Context: an optimization exercise on an open-source flow, tuned for small area, a short achievable clock period and few clock cycles. The choices shown serve that exercise and are no tape-out recipe. Power figures rest on the tool's default switching activity, not on a simulated workload.

Setup of run A:
==> flow/design.v (excerpt) <==
module systolic_array_os #(
  parameter int unsigned ROW   = sys_array_pkg::DefaultRow,
  parameter int unsigned COL   = sys_array_pkg::DefaultCol,
  parameter int unsigned ES    = sys_array_pkg::DefaultEs,
  parameter int unsigned K_MAX = sys_array_pkg::DefaultKMax,
  parameter int unsigned ACC_W = 2 * ES + $clog2(K_MAX)
) (
  input  logic                         clk,
  input  logic                         rst_n,
  input  logic                         start,
  input  logic [$clog2(K_MAX+1)-1:0]   k_len,
  input  logic                         signed_mode,
  input  logic                         in_vld,
  output logic                         in_rdy,
  input  logic [ROW*ES-1:0]            a_vec,
  input  logic [COL*ES-1:0]            b_vec,
  output logic                         out_vld,
  input  logic                         out_rdy,
  output logic [COL*ACC_W-1:0]         out_row,
  output logic [$clog2(ROW)-1:0]       out_row_idx,
  output logic                         out_last,
  output logic                         busy,
  output logic                         done
);
export LEC_CHECK = 0
export CAP_MARGIN = 20
export CORE_MARGIN = 2
export CORE_UTILIZATION = 40
export SLEW_MARGIN = 20
create_clock -name core_clock -period 10.0 [get_ports {clk}]
standard.sh (not shown) runs the stock make flow with config.mk's settings and CLKGATE_MAP_FILE= SYNTH_SCRIPT=/design/flow/synth_recipe.tcl, a recipe that flattens the netlist after the stock synthesis.
==> flow/flow/run.sh <==
#!/bin/bash
# Standard ORFS layout with three changes:
#  - synthesis skips Yosys's early "abc -fast", so full adders are extracted from the
#    RTL's own adder expressions (no inverters between adder cells); registers are
#    unchanged,
#  - ports are buffered with buf_2 instead of a delay buffer,
#  - repair_timing aims at a tighter setup margin.
set -u
sed -e 's/synth -nofsm -noshare/synth -nofsm -noshare -noabc/' synth_recipe.tcl > synth_noabc.tcl
bash standard.sh SYNTH_SCRIPT=$PWD/synth_noabc.tcl SETUP_SLACK_MARGIN=5.0 \
  "BUFFER_PORTS_ARGS=-buffer_cell sky130_fd_sc_hd__buf_2" finish > standard.log 2>&1
Per the final summary, run A finished and its layout is clean on timing, DRC and antenna.
Input changes introduced in run B (baseline for comparison: run A):
diff --git a/flow/flow/run.sh b/flow/flow/run.sh
--- a/flow/flow/run.sh
+++ b/flow/flow/run.sh
@@ -9,3 +9,3 @@
 sed -e 's/synth -nofsm -noshare/synth -nofsm -noshare -noabc/' synth_recipe.tcl > synth_noabc.tcl
-bash standard.sh SYNTH_SCRIPT=$PWD/synth_noabc.tcl SETUP_SLACK_MARGIN=5.0 \
+bash standard.sh SYNTH_SCRIPT=$PWD/synth_noabc.tcl SETUP_SLACK_MARGIN=5.25 \
   "BUFFER_PORTS_ARGS=-buffer_cell sky130_fd_sc_hd__buf_2" finish > standard.log 2>&1
Findings:
- Run A and run B all finish clean.
- Row overall track demand over capacity in global routing: run B higher / run A lower
- | combinational power | run A vs run B | ≈ equal |
- Summary: cell area after layout, run B worse than run A
- On buffer and inverter count on the worst path, run A and run B are neck and neck.
- The hold slack of run B and that of run A are within noise of each other.
- Diff run A -> run B: number of inserted diodes has increased, sequential power about even, proportion of synthesized chip area in sequential cells flat, detailed-route via count now larger.
- Taking run A as the reference, in run B count of placed standard cells in the final layout, fillers left out higher; wire length rose by 4200 µm.
Input changes introduced in run C (baseline for comparison: run B):
- CORE_UTILIZATION: 40 -> 60
diff --git a/flow/flow/run.sh b/flow/flow/run.sh
--- a/flow/flow/run.sh
+++ b/flow/flow/run.sh
@@ -9,3 +9,3 @@
 sed -e 's/synth -nofsm -noshare/synth -nofsm -noshare -noabc/' synth_recipe.tcl > synth_noabc.tcl
-bash standard.sh SYNTH_SCRIPT=$PWD/synth_noabc.tcl SETUP_SLACK_MARGIN=5.25 \
+bash standard.sh SYNTH_SCRIPT=$PWD/synth_noabc.tcl SETUP_SLACK_MARGIN=5.0 \
   "BUFFER_PORTS_ARGS=-buffer_cell sky130_fd_sc_hd__buf_2" finish > standard.log 2>&1
## What came out
Run C does better than run B on global-route wire length before repair.
Run B has higher part of the total power dissipated in the clock network than run C.
The wire length reported by the detailed router in run B is 1.07 times that in run C.
Number of buffers inserted for hold repair after clock tree synthesis: run C vs run B identical
Modified inputs, run D compared to run C
diff --git a/flow/flow/run.sh b/flow/flow/run.sh
--- a/flow/flow/run.sh
+++ b/flow/flow/run.sh
@@ -9,3 +9,3 @@
 sed -e 's/synth -nofsm -noshare/synth -nofsm -noshare -noabc/' synth_recipe.tcl > synth_noabc.tcl
-bash standard.sh SYNTH_SCRIPT=$PWD/synth_noabc.tcl SETUP_SLACK_MARGIN=5.0 \
+bash standard.sh SYNTH_SCRIPT=$PWD/synth_noabc.tcl SETUP_SLACK_MARGIN=5.3 \
   "BUFFER_PORTS_ARGS=-buffer_cell sky130_fd_sc_hd__buf_2" finish > standard.log 2>&1
Findings:
Both conditions hold for run D: the flow ran to the end and the final layout passed the timing, design-rule and antenna checks.
Delta (run D minus run C): critical-path maximum fanout fell by 27; total routing resource utilization after global routing rose by 0.71 points; count of routing violations after the opening detailed-route iteration fell by 0.40%.
Post-layout worst setup margin on run D is ahead of run C.
Here is what was changed in the inputs of run E compared with run D.
- CORE_UTILIZATION: 60 -> 40
diff --git a/flow/flow/run.sh b/flow/flow/run.sh
--- a/flow/flow/run.sh
+++ b/flow/flow/run.sh
@@ -9,3 +9,3 @@
 sed -e 's/synth -nofsm -noshare/synth -nofsm -noshare -noabc/' synth_recipe.tcl > synth_noabc.tcl
-bash standard.sh SYNTH_SCRIPT=$PWD/synth_noabc.tcl SETUP_SLACK_MARGIN=5.3 \
+bash standard.sh SYNTH_SCRIPT=$PWD/synth_noabc.tcl SETUP_SLACK_MARGIN=5.6 \
   "BUFFER_PORTS_ARGS=-buffer_cell sky130_fd_sc_hd__buf_2" finish > standard.log 2>&1
[summary]
Routed wire length came out higher on run E than on run D. The number of clock buffers in the layout number comes out lower for run D vs run E. Post-placement worst setup slack | run E below run D.
diff inputs: run E => run F
- setting CTS_BUF_LIST to sky130_fd_sc_hd__clkbuf_4 for the first time
- changing CORE_UTILIZATION from 40 to 60
diff --git a/flow/flow/run.sh b/flow/flow/run.sh
--- a/flow/flow/run.sh
+++ b/flow/flow/run.sh
@@ -9,3 +9,3 @@
 sed -e 's/synth -nofsm -noshare/synth -nofsm -noshare -noabc/' synth_recipe.tcl > synth_noabc.tcl
-bash standard.sh SYNTH_SCRIPT=$PWD/synth_noabc.tcl SETUP_SLACK_MARGIN=5.6 \
+bash standard.sh SYNTH_SCRIPT=$PWD/synth_noabc.tcl SETUP_SLACK_MARGIN=5.3 \
   "BUFFER_PORTS_ARGS=-buffer_cell sky130_fd_sc_hd__buf_2" finish > standard.log 2>&1
Taking run E as the reference point, the die extent in x of run F falls by 18%. Compared with run E, run F shows a lower worst path setup slack after routing. In run F relative to run E, aggregate routed wire length had gone down by more than 10%.
No run of this note included a check of the RTL's function; only the layout flow was run.

==> re-timing with driven ports <==
Ports are ideal in the flow. The routed layouts listed here were re-timed in OpenROAD.
Step 1: set_driving_cell puts a clkbuf_16 on clk and a buf_2 on each other input, an assumption about the parent block.
Step 2 also shifts input and output timing later by t, the mid clock arrival at the registers, as if the neighbouring blocks saw the same clock.
Slacks: ideal ports / drivers / drivers and shift; pairs: ideal ports / drivers.
run | shift t [ns] | setup slack, ns | clock arrival spread, ns | worst register clock-pin slew, ns | pins driven straight from the clock port
run A | 0.746 | 5.069 / 5.047 / 5.047 | 0.032 / 0.032 | 0.07 / 0.07 | 1
run B | 0.744 | 5.301 / 5.282 / 5.282 | 0.041 / 0.041 | 0.07 / 0.07 | 1
run C | 0.739 | 5.084 / 5.063 / 5.063 | 0.021 / 0.022 | 0.07 / 0.07 | 1
run D | 0.744 | 5.314 / 5.295 / 5.295 | 0.023 / 0.023 | 0.07 / 0.07 | 1
run E | 0.756 | 5.419 / 5.381 / 5.381 | 0.039 / 0.040 | 0.07 / 0.07 | 1
run F | 1.131 | 5.317 / 5.298 / 5.298 | 0.072 / 0.072 | 0.08 / 0.08 | 1
After both steps every run listed still meets setup and hold. The setup slack of run E, which loses most, moves by -0.038 ns with the drivers and by -0.038 ns with both steps.
